Background: an optimization exercise with open tools, aiming at a short achievable clock period and few clock cycles. Do not read the settings as production practice.
Function was checked by simulation only, so behaviour that the tests miss may differ from the original.
Power and IR drop assume default switching activity.

## flow/flow/run.sh

```bash
#!/bin/bash
# Standard layout, with repair_timing aiming for a larger setup slack so the
# resizer works on the paths that set the achieved period, and port buffers
# that are plain buffers rather than delay cells.
set -euo pipefail
bash standard.sh SETUP_SLACK_MARGIN=9.5 "BUFFER_PORTS_ARGS=-buffer_cell sky130_fd_sc_hd__buf_4" finish > standard.log 2>&1
```

## flow/standard.sh

```bash
#!/bin/bash
# synth_recipe.tcl (not shown) runs the flow's synth.tcl, then flattens the netlist and writes it again
# the make line also repeats each setting of config.mk as NAME=value (left out here)
make -C /OpenROAD-flow-scripts/flow DESIGN_CONFIG=/design/flow/config.mk WORK_HOME=/design/flow/orfs CLKGATE_MAP_FILE= SYNTH_SCRIPT=/design/flow/synth_recipe.tcl "${@:-finish}"
```

## flow/config.mk

```make
export PLATFORM = sky130hd
export DESIGN_NAME = cpu_top
export DESIGN_NICKNAME = cpu_top
export VERILOG_FILES = /design/flow/design.v
export SDC_FILE = /design/flow/constraint.sdc
export NUM_CORES = 4
export LEC_CHECK = 0
export CAP_MARGIN = 20
export CELL_PAD_IN_SITES_DETAIL_PLACEMENT = 1
export CELL_PAD_IN_SITES_GLOBAL_PLACEMENT = 2
export CORE_MARGIN = 2
export CORE_UTILIZATION = 35
export PLACE_DENSITY = 0.45
export SLEW_MARGIN = 20
export SYNTH_HIERARCHICAL = 1
export TNS_END_PERCENT = 5
```

## flow/constraint.sdc

```tcl
create_clock -name core_clock -period 14.0 [get_ports {clk}]
set_input_delay 2.8000 -clock core_clock [delete_from_list [all_inputs] [get_ports {clk}]]
set_output_delay 2.8000 -clock core_clock [all_outputs]
set_load 0.01 [all_outputs]
```

## flow/design.v

```verilog
package cpu_pkg;
    localparam int XLEN     = 64;
    localparam int ILEN     = 32;
    localparam int NUM_REGS = 32;
    localparam int REG_AW   = 5;
    localparam int PC_STEP  = 4;
    localparam logic [6:0] OPC_REG  = 7'b0110011;
    localparam logic [6:0] OPC_IMM  = 7'b0010011;
    localparam logic [6:0] OPC_LOAD = 7'b0000011;
    localparam logic [6:0] OPC_STORE= 7'b0100011;
    localparam logic [6:0] OPC_BEQ  = 7'b1100011;
    localparam logic [6:0] OPC_JAL  = 7'b1101111;
    localparam logic [6:0] OPC_LUI  = 7'b0110111;
    typedef struct packed {
        logic            cs;
        logic            we;
        logic [XLEN-1:0] addr;
        logic [XLEN-1:0] wdata;
    } mem_req_t;
    typedef struct packed {
        logic op_add;     
        logic op_sub;
        logic op_and;
        logic op_or;
        logic op_xor;
        logic op_sll;
        logic op_srl;
        logic is_ld;
        logic is_sd;
        logic is_beq;
        logic is_jal;
        logic is_lui;
        logic use_imm;    
        logic use_rs1;
        logic use_rs2;
        logic wr_rd;      
        logic illegal;
    } dec_t;
endpackage
module alu (
    input  logic                     op_add,
    input  logic                     op_sub,
    input  logic                     op_and,
    input  logic                     op_or,
    input  logic                     op_xor,
    input  logic                     op_sll,
    input  logic                     op_srl,
    input  logic [cpu_pkg::XLEN-1:0] a,
    input  logic [cpu_pkg::XLEN-1:0] b,
    input  logic [cpu_pkg::XLEN-1:0] sa,       
    input  logic [5:0]               sh,       
    output logic [cpu_pkg::XLEN-1:0] sum,
    output logic [cpu_pkg::XLEN-1:0] result
);
    logic [cpu_pkg::XLEN-1:0] diff;
    assign sum   = a + b;
    assign diff  = a - b;
    assign result = ({cpu_pkg::XLEN{op_add}} & sum)
                  | ({cpu_pkg::XLEN{op_sub}} & diff)
                  | ({cpu_pkg::XLEN{op_and}} & (a & b))
                  | ({cpu_pkg::XLEN{op_or}}  & (a | b))
                  | ({cpu_pkg::XLEN{op_xor}} & (a ^ b))
                  | ({cpu_pkg::XLEN{op_sll}} & (sa << sh))
                  | ({cpu_pkg::XLEN{op_srl}} & (sa >> sh));
endmodule
module reg_file (
    input  logic                              clk,
    input  logic                              arst_n,
    input  logic                              wa_en,
    input  logic [cpu_pkg::REG_AW-1:0]        wa_addr,
    input  logic [cpu_pkg::XLEN-1:0]          wa_data,
    input  logic                              wb_en,
    input  logic [cpu_pkg::REG_AW-1:0]        wb_addr,
    input  logic [cpu_pkg::XLEN-1:0]          wb_data,
    input  logic [cpu_pkg::REG_AW-1:0]        ra_addr,
    input  logic [cpu_pkg::REG_AW-1:0]        rb_addr,
    output logic [cpu_pkg::XLEN-1:0]          ra_data,
    output logic [cpu_pkg::XLEN-1:0]          rb_data
);
    logic [cpu_pkg::XLEN-1:0]     regs [1:cpu_pkg::NUM_REGS-1];
    logic [cpu_pkg::NUM_REGS-1:1] rvalid;
    for (genvar i = 1; i < cpu_pkg::NUM_REGS; i++) begin : g_reg
        logic hit_a, hit_b;
        assign hit_a = wa_en && wa_addr == i;
        assign hit_b = wb_en && wb_addr == i;
        always_ff @(posedge clk) begin
            if (hit_a) begin
                regs[i] <= wa_data;
            end else if (hit_b) begin
                regs[i] <= wb_data;
            end
        end
        always_ff @(posedge clk or negedge arst_n) begin
            if (!arst_n) begin
                rvalid[i] <= 1'b0;
            end else if (hit_a || hit_b) begin
                rvalid[i] <= 1'b1;
            end
        end
    end
    always_comb begin
        ra_data = '0;
        rb_data = '0;
        for (int i = 1; i < cpu_pkg::NUM_REGS; i++) begin
            if (ra_addr == i && rvalid[i]) ra_data = regs[i];
            if (rb_addr == i && rvalid[i]) rb_data = regs[i];
        end
    end
endmodule
module pc_unit (
    input  logic [cpu_pkg::XLEN-1:0]  pc,
    input  logic [12:0]               off,      
    input  logic [cpu_pkg::XLEN-1:12] hi_p,     
    input  logic [cpu_pkg::XLEN-1:12] hi_m,     
    output logic [cpu_pkg::XLEN-1:0]  tgt
);
    logic [12:0] lo;
    assign lo = {1'b0, pc[11:0]} + {1'b0, off[11:0]};
    assign tgt[11:0] = lo[11:0];
    assign tgt[cpu_pkg::XLEN-1:12] = ( lo[12] && !off[12]) ? hi_p :
                                     (!lo[12] &&  off[12]) ? hi_m : pc[cpu_pkg::XLEN-1:12];
endmodule
module add64 (
    input  logic [cpu_pkg::XLEN-1:0] a,
    input  logic [cpu_pkg::XLEN-1:0] b,
    output logic [cpu_pkg::XLEN-1:0] s
);
    assign s = a + b;
endmodule
module incdec #(
    parameter int W = 52
) (
    input  logic [W-1:0] x,
    output logic [W-1:0] p,
    output logic [W-1:0] m
);
    assign p = x + 1'b1;
    assign m = x - 1'b1;
endmodule
module eq64 (
    input  logic [cpu_pkg::XLEN-1:0] a,
    input  logic [cpu_pkg::XLEN-1:0] b,
    output logic                     eq
);
    assign eq = (a == b);
endmodule
module instr_decoder (
    input  logic [31:0]               ir,
    output cpu_pkg::dec_t             dec,
    output logic [cpu_pkg::XLEN-1:0]  imm_i,    
    output logic [cpu_pkg::XLEN-1:0]  imm_s,    
    output logic [cpu_pkg::XLEN-1:0]  imm_u,    
    output logic [cpu_pkg::XLEN-1:0]  imm_b,    
    output logic [cpu_pkg::XLEN-1:0]  imm_j     
);
    logic [6:0] opcode;
    logic [2:0] funct3;
    logic [6:0] funct7;
    logic       r_ok;
    assign opcode = ir[6:0];
    assign funct3 = ir[14:12];
    assign funct7 = ir[31:25];
    assign imm_i = {{52{ir[31]}}, ir[31:20]};
    assign imm_s = {{52{ir[31]}}, ir[31:25], ir[11:7]};
    assign imm_u = {{32{ir[31]}}, ir[31:12], 12'b0};
    assign imm_b = {{52{ir[31]}}, ir[7], ir[30:25], ir[11:8], 1'b0};
    assign imm_j = {{44{ir[31]}}, ir[19:12], ir[20], ir[30:21], 1'b0};
    always_comb begin
        dec = '0;
        r_ok = 1'b0;
        case (opcode)
            cpu_pkg::OPC_REG: begin
                if (funct7 == 7'b0000000) begin
                    case (funct3)
                        3'b000: begin dec.op_add = 1'b1; r_ok = 1'b1; end
                        3'b001: begin dec.op_sll = 1'b1; r_ok = 1'b1; end
                        3'b100: begin dec.op_xor = 1'b1; r_ok = 1'b1; end
                        3'b101: begin dec.op_srl = 1'b1; r_ok = 1'b1; end
                        3'b110: begin dec.op_or  = 1'b1; r_ok = 1'b1; end
                        3'b111: begin dec.op_and = 1'b1; r_ok = 1'b1; end
                        default: ;
                    endcase
                end else if (funct7 == 7'b0100000 && funct3 == 3'b000) begin
                    dec.op_sub = 1'b1;
                    r_ok       = 1'b1;
                end
                if (r_ok) begin
                    dec.use_rs1 = 1'b1;
                    dec.use_rs2 = 1'b1;
                    dec.wr_rd   = 1'b1;
                end else begin
                    dec.illegal = 1'b1;
                end
            end
            cpu_pkg::OPC_IMM: begin
                if (funct3 == 3'b000) begin
                    dec.op_add  = 1'b1;
                    dec.use_imm = 1'b1;
                    dec.use_rs1 = 1'b1;
                    dec.wr_rd   = 1'b1;
                end else begin
                    dec.illegal = 1'b1;
                end
            end
            cpu_pkg::OPC_LOAD: begin
                if (funct3 == 3'b011) begin
                    dec.op_add  = 1'b1;
                    dec.is_ld   = 1'b1;
                    dec.use_imm = 1'b1;
                    dec.use_rs1 = 1'b1;
                    dec.wr_rd   = 1'b1;
                end else begin
                    dec.illegal = 1'b1;
                end
            end
            cpu_pkg::OPC_STORE: begin
                if (funct3 == 3'b011) begin
                    dec.op_add  = 1'b1;
                    dec.is_sd   = 1'b1;
                    dec.use_imm = 1'b1;
                    dec.use_rs1 = 1'b1;
                    dec.use_rs2 = 1'b1;
                end else begin
                    dec.illegal = 1'b1;
                end
            end
            cpu_pkg::OPC_BEQ: begin
                if (funct3 == 3'b000) begin
                    dec.is_beq  = 1'b1;
                    dec.use_rs1 = 1'b1;
                    dec.use_rs2 = 1'b1;
                end else begin
                    dec.illegal = 1'b1;
                end
            end
            cpu_pkg::OPC_JAL: begin
                dec.op_add = 1'b1;
                dec.is_jal = 1'b1;
                dec.wr_rd  = 1'b1;
            end
            cpu_pkg::OPC_LUI: begin
                dec.op_add  = 1'b1;
                dec.is_lui  = 1'b1;
                dec.use_imm = 1'b1;
                dec.wr_rd   = 1'b1;
            end
            default: dec.illegal = 1'b1;
        endcase
    end
endmodule
module ctrl_fsm #(
    parameter int N  = 4,
    parameter int TW = 62,
    parameter int DW = 62
) (
    input  logic [N-1:0]  v,
    input  logic [N-1:0][TW-1:0] tag,
    input  logic [N-1:0][DW-1:0] data,
    input  logic [TW-1:0] key,
    output logic          hit,
    output logic [DW-1:0] q
);
    always_comb begin
        hit = 1'b0;
        q   = '0;
        for (int i = 0; i < N; i++) begin
            if (v[i] && tag[i] == key) begin
                hit = 1'b1;
                q   = q | data[i];
            end
        end
    end
endmodule
module cpu_top (
    input  logic                     clk,
    input  logic                     arst_n,
    input  logic [cpu_pkg::XLEN-1:0] mem_rdata,
    output cpu_pkg::mem_req_t        mem_req,
    output logic                     halted
);
    localparam int XLEN = cpu_pkg::XLEN;
    localparam int NBTB = 4;
    logic            mr_cs, mr_we, mr_fetch;
    logic [XLEN-1:0] mr_addr, mr_wdata;
    logic            boot;
    logic [XLEN-1:0] fpc;
    logic            f_exact;
    logic [NBTB-1:0]            bt_v;
    logic [NBTB-1:0][XLEN-1:2]  bt_tag;
    logic [NBTB-1:0][XLEN-1:2]  bt_tgt;
    logic [NBTB-1:0]            bt_ptr;           
    logic                       bt_alloc;
    logic [XLEN-1:2]            bt_atag;
    logic            rsp_v, rsp_btb;
    logic [XLEN-1:0] rsp_pc;
    logic            iv;
    logic [31:0]     ir;
    logic [XLEN-1:0] ipc;
    logic [XLEN-1:12] i_hi_p, i_hi_m;  
    logic            i_btb;            
    logic            e_v;
    cpu_pkg::dec_t   e_dec;
    logic [4:0]      e_rd;
    logic            e_wr;             
    logic [XLEN-1:0] e_a, e_b, e_s;
    logic [XLEN-1:0] e_sa;             
    logic [5:0]      e_sh;             
    logic            e_chk;            
    logic            e_pred;
    logic [XLEN-1:0] e_alt;
    logic            w_v;
    logic [4:0]      w_rd;
    logic [XLEN-1:0] w_res;
    logic            m_v, x_v, l_v;
    logic [4:0]      m_rd, x_rd, l_rd;
    logic [XLEN-1:0] ldr;
    logic            halt_q;
    logic            d_adv, drop, accept, stall, redir_d, redir_e, halting, e_mem;
    assign mem_req = {mr_cs, mr_we, mr_addr, mr_wdata};
    assign halted  = halt_q;
    logic [31:0]      rw;
    logic [XLEN-1:12] r_hi_p, r_hi_m;
    assign rw = mem_rdata[31:0];
    incdec #(.W(XLEN-12)) u_rinc (
        .x (rsp_pc[XLEN-1:12]),
        .p (r_hi_p),
        .m (r_hi_m)
    );
    cpu_pkg::dec_t   d_dec;
    logic [XLEN-1:0] imm_i, imm_s, imm_u, imm_b, imm_j;
    logic [4:0]      rs1, rs2, rd;
    logic            d_pred, d_take;
    assign rs1 = ir[19:15];
    assign rs2 = ir[24:20];
    assign rd  = ir[11:7];
    instr_decoder u_dec (
        .ir    (ir),
        .dec   (d_dec),
        .imm_i (imm_i),
        .imm_s (imm_s),
        .imm_u (imm_u),
        .imm_b (imm_b),
        .imm_j (imm_j)
    );
    assign d_pred = ir[31] || rs1 == rs2;
    assign d_take = d_dec.is_jal || (d_dec.is_beq && d_pred);
    logic [XLEN-1:0] tgt_b, tgt_j, ipc4, d_tgt;
    pc_unit u_tgt_b (
        .pc   (ipc),
        .off  (imm_b[12:0]),
        .hi_p (i_hi_p),
        .hi_m (i_hi_m),
        .tgt  (tgt_b)
    );
    pc_unit u_pc4 (
        .pc   (ipc),
        .off  (13'd4),
        .hi_p (i_hi_p),
        .hi_m (i_hi_m),
        .tgt  (ipc4)
    );
    add64 u_tgt_j (
        .a (ipc),
        .b (imm_j),
        .s (tgt_j)
    );
    assign d_tgt = d_dec.is_jal ? tgt_j : tgt_b;
    assign stall = iv && (
        (d_dec.use_rs1 && rs1 != '0 &&
            ((e_v && e_dec.is_ld && e_rd == rs1) || (m_v && m_rd == rs1))) ||
        (d_dec.use_rs2 && rs2 != '0 &&
            ((e_v && e_dec.is_ld && e_rd == rs2) || (m_v && m_rd == rs2))));
    logic [XLEN-1:0] rf_a, rf_b;
    reg_file u_rf (
        .clk     (clk),
        .arst_n  (arst_n),
        .wa_en   (w_v),
        .wa_addr (w_rd),
        .wa_data (w_res),
        .wb_en   (l_v),
        .wb_addr (l_rd),
        .wb_data (ldr),
        .ra_addr (rs1),
        .rb_addr (rs2),
        .ra_data (rf_a),
        .rb_data (rf_b)
    );
    logic a_e, a_w, a_x, a_l, a_f, b_e, b_w, b_x, b_l, b_f;
    always_comb begin
        logic ua, ub;
        ua  = d_dec.use_rs1 && rs1 != '0;
        ub  = d_dec.use_rs2 && rs2 != '0;
        a_e = ua && e_v && e_wr && e_rd == rs1;
        a_w = ua && !a_e && w_v && w_rd == rs1;
        a_x = ua && !a_e && !a_w && x_v && x_rd == rs1;
        a_l = ua && !a_e && !a_w && !a_x && l_v && l_rd == rs1;
        a_f = ua && !a_e && !a_w && !a_x && !a_l;
        b_e = ub && e_v && e_wr && e_rd == rs2;
        b_w = ub && !b_e && w_v && w_rd == rs2;
        b_x = ub && !b_e && !b_w && x_v && x_rd == rs2;
        b_l = ub && !b_e && !b_w && !b_x && l_v && l_rd == rs2;
        b_f = ub && !b_e && !b_w && !b_x && !b_l;
    end
    logic [XLEN-1:0] va, vb, vb_imm;
    logic            sel_imm;
    assign va = ({XLEN{a_w}} & w_res) | ({XLEN{a_x}} & mem_rdata)
              | ({XLEN{a_l}} & ldr)   | ({XLEN{a_f}} & rf_a);
    assign vb = ({XLEN{b_w}} & w_res) | ({XLEN{b_x}} & mem_rdata)
              | ({XLEN{b_l}} & ldr)   | ({XLEN{b_f}} & rf_b);
    assign sel_imm = d_dec.use_imm || d_dec.is_jal;
    assign vb_imm  = d_dec.is_jal ? ipc4 :
                     d_dec.is_lui ? imm_u :
                     d_dec.is_sd  ? imm_s : imm_i;
    logic [XLEN-1:0] sum, result;
    alu u_alu (
        .op_add (e_dec.op_add),
        .op_sub (e_dec.op_sub),
        .op_and (e_dec.op_and),
        .op_or  (e_dec.op_or),
        .op_xor (e_dec.op_xor),
        .op_sll (e_dec.op_sll),
        .op_srl (e_dec.op_srl),
        .a      (e_a),
        .b      (e_b),
        .sa     (e_sa),
        .sh     (e_sh),
        .sum    (sum),
        .result (result)
    );
    logic e_eq;
    eq64 u_eq (
        .a  (e_a),
        .b  (e_b),
        .eq (e_eq)
    );
    assign e_mem   = e_v && (e_dec.is_ld || e_dec.is_sd);
    assign redir_e = e_v && e_chk && (e_eq != e_pred);
    assign halting = e_v && e_dec.illegal;
    assign d_adv   = iv && !stall;
    assign redir_d = d_adv && !redir_e && d_take && !i_btb;
    assign accept  = rsp_v && !redir_e && !redir_d && (!iv || d_adv);
    assign drop    = rsp_v && !redir_e && iv && stall;
    logic            bt_hit;
    logic [XLEN-1:2] bt_q;
    ctrl_fsm #(.N(NBTB), .TW(XLEN-2), .DW(XLEN-2)) u_btb (
        .v    (bt_v),
        .tag  (bt_tag),
        .data (bt_tgt),
        .key  (fpc[XLEN-1:2]),
        .hit  (bt_hit),
        .q    (bt_q)
    );
    logic [XLEN-1:0] f_inc, f_addr;
    logic            f_bt;
    add64 u_finc (
        .a (fpc),
        .b (XLEN'(cpu_pkg::PC_STEP)),
        .s (f_inc)
    );
    assign f_bt   = bt_hit && fpc[1:0] == 2'b00 && !f_exact && !boot;
    assign f_addr = boot ? '0 : f_exact ? fpc : bt_hit && fpc[1:0] == 2'b00 ? {bt_q, 2'b00} : f_inc;
    always_ff @(posedge clk or negedge arst_n) begin
        if (!arst_n) begin
            bt_v     <= '0;
            bt_ptr   <= NBTB'(1);
            bt_alloc <= 1'b0;
        end else begin
            bt_alloc <= redir_d && !halting && ipc[1:0] == 2'b00;
            if (bt_alloc) begin
                bt_v   <= bt_v | bt_ptr;
                bt_ptr <= {bt_ptr[NBTB-2:0], bt_ptr[NBTB-1]};
            end
        end
    end
    always_ff @(posedge clk) begin
        bt_atag <= ipc[XLEN-1:2];
        for (int i = 0; i < NBTB; i++) begin
            if (bt_alloc && bt_ptr[i]) begin
                bt_tag[i] <= bt_atag;
                bt_tgt[i] <= fpc[XLEN-1:2];
            end
        end
    end
    always_ff @(posedge clk or negedge arst_n) begin
        if (!arst_n) begin
            mr_cs    <= 1'b0;
            mr_fetch <= 1'b0;
            boot     <= 1'b1;
            f_exact  <= 1'b0;
            rsp_v    <= 1'b0;
            halt_q   <= 1'b0;
        end else if (halt_q || halting) begin
            mr_cs    <= 1'b0;
            mr_fetch <= 1'b0;
            rsp_v    <= 1'b0;
            halt_q   <= 1'b1;
        end else begin
            rsp_v    <= mr_fetch && !redir_e && !redir_d && !drop;
            mr_cs    <= 1'b1;
            if (e_mem) begin
                mr_fetch <= 1'b0;
                if (redir_d || drop) begin
                    f_exact <= 1'b1;
                    boot    <= 1'b0;
                end
            end else begin
                mr_fetch <= 1'b1;
                f_exact  <= 1'b0;
                boot     <= 1'b0;
            end
        end
    end
    logic [XLEN-1:0] f_base, m_base;
    assign f_base = redir_e ? e_alt : drop ? rsp_pc : f_addr;
    assign m_base = e_mem ? sum : f_base;
    always_ff @(posedge clk) begin
        rsp_pc   <= mr_addr;
        rsp_btb  <= f_bt;
        mr_we    <= e_mem && e_dec.is_sd;
        mr_wdata <= e_s;
        mr_addr  <= (redir_d && !e_mem) ? d_tgt : m_base;
        if (!e_mem || redir_d || drop) fpc <= redir_d ? d_tgt : f_base;
    end
    always_ff @(posedge clk or negedge arst_n) begin
        if (!arst_n) begin
            iv <= 1'b0;
        end else if (accept) begin
            iv <= 1'b1;
        end else if (d_adv || redir_e) begin
            iv <= 1'b0;
        end
    end
    always_ff @(posedge clk) begin
        if (accept) begin
            ir     <= rw;
            ipc    <= rsp_pc;
            i_hi_p <= r_hi_p;
            i_hi_m <= r_hi_m;
            i_btb  <= rsp_btb;
        end
    end
    always_ff @(posedge clk or negedge arst_n) begin
        if (!arst_n) begin
            e_v <= 1'b0;
        end else begin
            e_v <= d_adv && !redir_e && !halting;
        end
    end
    logic d_shift;
    assign d_shift = d_dec.op_sll || d_dec.op_srl;
    always_ff @(posedge clk) begin
        e_dec  <= d_dec;
        e_rd   <= rd;
        e_wr   <= d_dec.wr_rd && !d_dec.is_ld && rd != '0;
        e_a    <= a_e ? result : va;
        e_b    <= (b_e && !sel_imm) ? result : sel_imm ? vb_imm : vb;
        e_s    <= b_e ? result : vb;
        e_sa   <= (a_e && d_shift) ? result : d_shift ? va : '0;
        e_sh   <= (b_e && d_shift) ? result[5:0] : d_shift ? vb[5:0] : '0;
        e_chk  <= d_dec.is_beq;
        e_pred <= d_pred;
        e_alt  <= d_pred ? ipc4 : tgt_b;
    end
    always_ff @(posedge clk or negedge arst_n) begin
        if (!arst_n) begin
            w_v <= 1'b0;
            m_v <= 1'b0;
            x_v <= 1'b0;
            l_v <= 1'b0;
        end else begin
            w_v <= e_v && e_wr;
            m_v <= e_v && e_dec.is_ld && e_rd != '0;
            x_v <= m_v && !(e_v && e_dec.wr_rd && e_rd == m_rd);
            l_v <= x_v;
        end
    end
    always_ff @(posedge clk) begin
        w_rd  <= e_rd;
        w_res <= result;
        m_rd  <= e_rd;
        x_rd  <= m_rd;
        l_rd  <= x_rd;
        ldr   <= mem_rdata;
    end
endmodule
```

==> impl_metrics.ini <==
[sta]
setup_ws_ps = 9080
post-route-period-util_pct = 35.2
setup_viol_count_final = 0
tightestPinTransition_ps = 1310
finClkSkew_ps = 87.2
fmax_mhz = 203
slew_headroom_pct = 12.4
final_hold_viol_count = 0
fin_crit_ps = 4920
rsz0062_at_grt = true
slew_violations = 0
setup_tns_ps = 0

[finish]
synthToLayoutAreaGrowth_pct = 17.2
fin_cells = 27000
n_fill_cell = 62400
finalNetCount = 19100
multi_input_area_um2 = 105000
layout-drive-gt1-share_pct = 29.2
ff_latch_area_um2 = 98700

[worst_setup_path]
cp.required_ps = 14960
cpPeakStageDelay_ps = 480
path_buf_inv = 3
regToRegSetupSlack_ps = 9080
r2r_start = ir[16]$_DFFE_PP_
cp_max_fo = 23
rr_worst_depth = 13
cp_slowest_cell = nand3_1
cp-start-kind = register
crit_path_cell_trace = buf_4 -> buf_6 -> and3b_1 -> and3_4 -> buf_4 -> nor2_1 -> nand3_1 -> nor3_2 -> o21ai_0 -> and4bb_2 -> nand2_1 -> a31oi_4 -> nor2b_1
r2r-end = e_sa[20]$_DFF_P_
crit_top_cell = buf_4
cpLargestDelayFamily = simple AND/OR/NAND/NOR gates
crit_path_end_kind = register
cp.arrival_ps = 5880
timing_worst_setup_path_type = reg -> reg

[cts]
cts_max_level = 5
cts_root_buf = clkbuf_16
path_clk_slew_ps = 60
clkLatencyLatePin_ps = 1080
cts_buffer_depth = 4
numCtsBuffers = 441
clock-sinks = 3541
cts_tree = built
cts_hold_buf = 0

[status]
status = finished clean

[routing]
wl_per_cell_um = 46.4
drtPass1Iterations = 14
drt_iter0_drc = 23000
routed_wl_um = 1250000
drc = 0
viasPerCell = 6.64
vias = 179000
ant_nets = 0

[synthesis]
syn_area_per_cell_um2 = 11.1
yosysWarnings = 11
synth_area_um2 = 208000
syn_inst = 18800

[min_path]
min_to = mr_wdata[13]$_DFF_P_
holdCritPathClass = reg -> reg
min_from = e_s[13]$_DFF_P_
worstHoldPathCells = 0

[die]
ioPinCount = 197
die_h_um = 775
row_count = 283
coreArea_um2 = 593000
die_w_um = 775
die_area_um2 = 601000
start_util_pct = 35.1

[global_route]
grt_pass1_vias = 175000
gr-total-overflow = 0
grt_start_max_net_pins = 88
antenna_found_initial = 152
grt.total_usage_pct = 40.0
grt_pass1_wl_um = 1650000

[placement]
pre_cts_ws_ps = 7390
dp_cells = 25600
place_congestion = 0.970
dpl.hpwl_um = 858000
numPortBuffers = 196

[power_and_ir_drop]
powerDensity_nw_per_um2 = 124
switching_share_pct = 31.0
pwr-share-clk_pct = 39.9
switchingPower_w = 0.00935
pwr-share-comb_pct = 18.2
vdd_drop_max_mv = 0.118
p_int_w = 0.0208
p_leak_nw = 84.8
p_seq_share_pct = 41.9

[flow_run]
drv_cap = 0
-- power by group through the flow --
stage	Clock (W)	Sequential [W]	Combinational [W]
after global routing	0.0125	0.0126	0.00577
after floorplan	0	0.0125	0.00275
final	0.0120	0.0126	0.00550
after detailed placement	0	0.0131	0.00448
after global placement	0	0.0131	0.00446
after CTS	0.0121	0.0126	0.00532
-- layout make-up --
type / count / area share, %
well taps: 7837 / 4.02
flip-flops and latches: 3541 / 40.5
clock inverters: 265 / 1.00
multi-input cells: 12900 / 42.9
repair buffers: 1407 / 5.76
inverters: 398 / 0.618
diodes: 119 / 0.122
clock buffers: 568 / 5.07
-- worst max-delay path by stage --
stage | from | endpoint | slack [ps] | cells after the start
floorplan | ir[31]$_DFFE_PP_ | i_btb$_DFFE_PP_ | 5910 | 8
global placement | ir[24]$_DFFE_PP_ | e_b[54]$_DFF_P_ | 7390 | 15
detailed placement | ir[24]$_DFFE_PP_ | e_b[54]$_DFF_P_ | 7390 | 15
CTS | e_sh[1]$_DFF_P_ | e_b[19]$_DFF_P_ | 9290 | 13
global route | ir[21]$_DFFE_PP_ | e_b[47]$_DFF_P_ | 9120 | 17
finish | ir[16]$_DFFE_PP_ | e_sa[20]$_DFF_P_ | 9080 | 13
-- registers in the layout, indices dropped and copies added, names as in the netlist, 32 cells and up --
| name | flops |
|---|---|
| ipc | 64 |
| i_hi_m | 52 |
| mr_addr | 64 |
| ldr | 64 |
| bt_atag | 62 |
| u_rf.regs | 1984 |
| rsp_pc | 64 |
| i_hi_p | 52 |
| fpc | 64 |
| e_b | 64 |
| bt_tag | 248 |
| bt_tgt | 248 |
| w_res | 64 |
| ir | 32 |
| e_a | 64 |
| e_alt | 64 |
| e_sa | 64 |
| mr_wdata | 64 |
| e_s | 64 |
-- what timing repair did --
action / in CTS / in global routing
setup buffers: 310 / 93
gates resized for setup: 839 / 328
pin swaps: 156 / 108
gates cloned: 50 / 5
endpoints found under the setup margin: 877 / 666
-- cells in the final DEF, fill, tap and decap left out, types with 75 or more instances in the layout --
cell / count
and3_1: 126
buf_4: 1093
buf_6: 87
clkbuf_16: 470
o21ai_0: 482
nand3_1: 320
a222oi_1: 246
mux2i_1: 621
nor4_1: 107
o21a_1: 91
a22oi_1: 582
xnor2_1: 327
nand2_1: 952
a22o_1: 78
o211ai_1: 116
edfxtp_1: 2745
mux4_2: 98
nand4_1: 405
mux2_2: 2159
nor3_1: 175
ha_1: 295
a221oi_1: 212
clkinv_2: 95
o31ai_1: 97
nor2_1: 1031
a21oi_1: 662
nor2b_1: 146
clkinv_1: 80
inv_1: 373
dfxtp_1: 682
or3_1: 86
o22ai_1: 712
conb_1: 93
xor2_1: 252
o221ai_1: 150
diode_2: 119
o21ai_1: 75
a31oi_1: 108
a21o_1: 140
buf_12: 129
-- metrics by stage --
stage | instance area [um^2] | total power [W] | utilization [%] | hold slack (ps)
global placement | 218000 | 0.0176 | 36.7 | 313
detailed placement | 218000 | 0.0176 | 36.7 | 313
global route | 244000 | 0.0309 | 41.1 | 314
finish | 244000 | 0.0301 | 41.1 | 314
CTS | 241000 | 0.0301 | 40.6 | 298
floorplan | 208000 | 0.0153 | - | 310
-- worst reg2reg max path, delay by kind of cell (launching register included) --
family | cells | cell delay [ps]
compound gates | 2 | 600
buf+inv | 3 | 720
flops | 1 | 370
simple gates | 8 | 3130
-- layer usage --
| metal | vias up | track usage, % | wire, um |
|---|---|---|---|
| met5 | - | 0 | 357 |
| li1 | 72700 | - | - |
| met1 | 94600 | 49.5 | 484000 |
| met4 | 50 | 27.6 | 106000 |
| met2 | 9355 | 63.8 | 569000 |
| met3 | 2556 | 6.68 | 92300 |
Testbench counts, summed over its fixed seeds: cycles 32,095.

## what the ideal ports hide
How much do the figures lean on ideal ports? The routed layout below was timed once more, with nothing changed but the port constraints. Step 1 assumes that a clkbuf_16 drives the clock port and a buf_2 every other input. Step 2, shift: input delay + t, output delay - t, t = (earliest + latest rising clock arrival at the registers) / 2. This alone moves slack from input paths to output paths. Slacks: ideal ports / drivers / drivers and shift; pairs: ideal ports / drivers.
t (ns): 1.198
setup WS [ns]: 9.078 / 9.078 / 9.078
hold slack, ns: 0.314 / 0.314 / 0.314
worst register clock-pin slew, ns: 0.07 / 0.07
worst data-port slew with drivers (ns): 0.62
After both steps setup and hold are still met in this run. For this run, drivers alone change the setup slack by 0.000 ns; drivers and shift together by 0.000 ns.
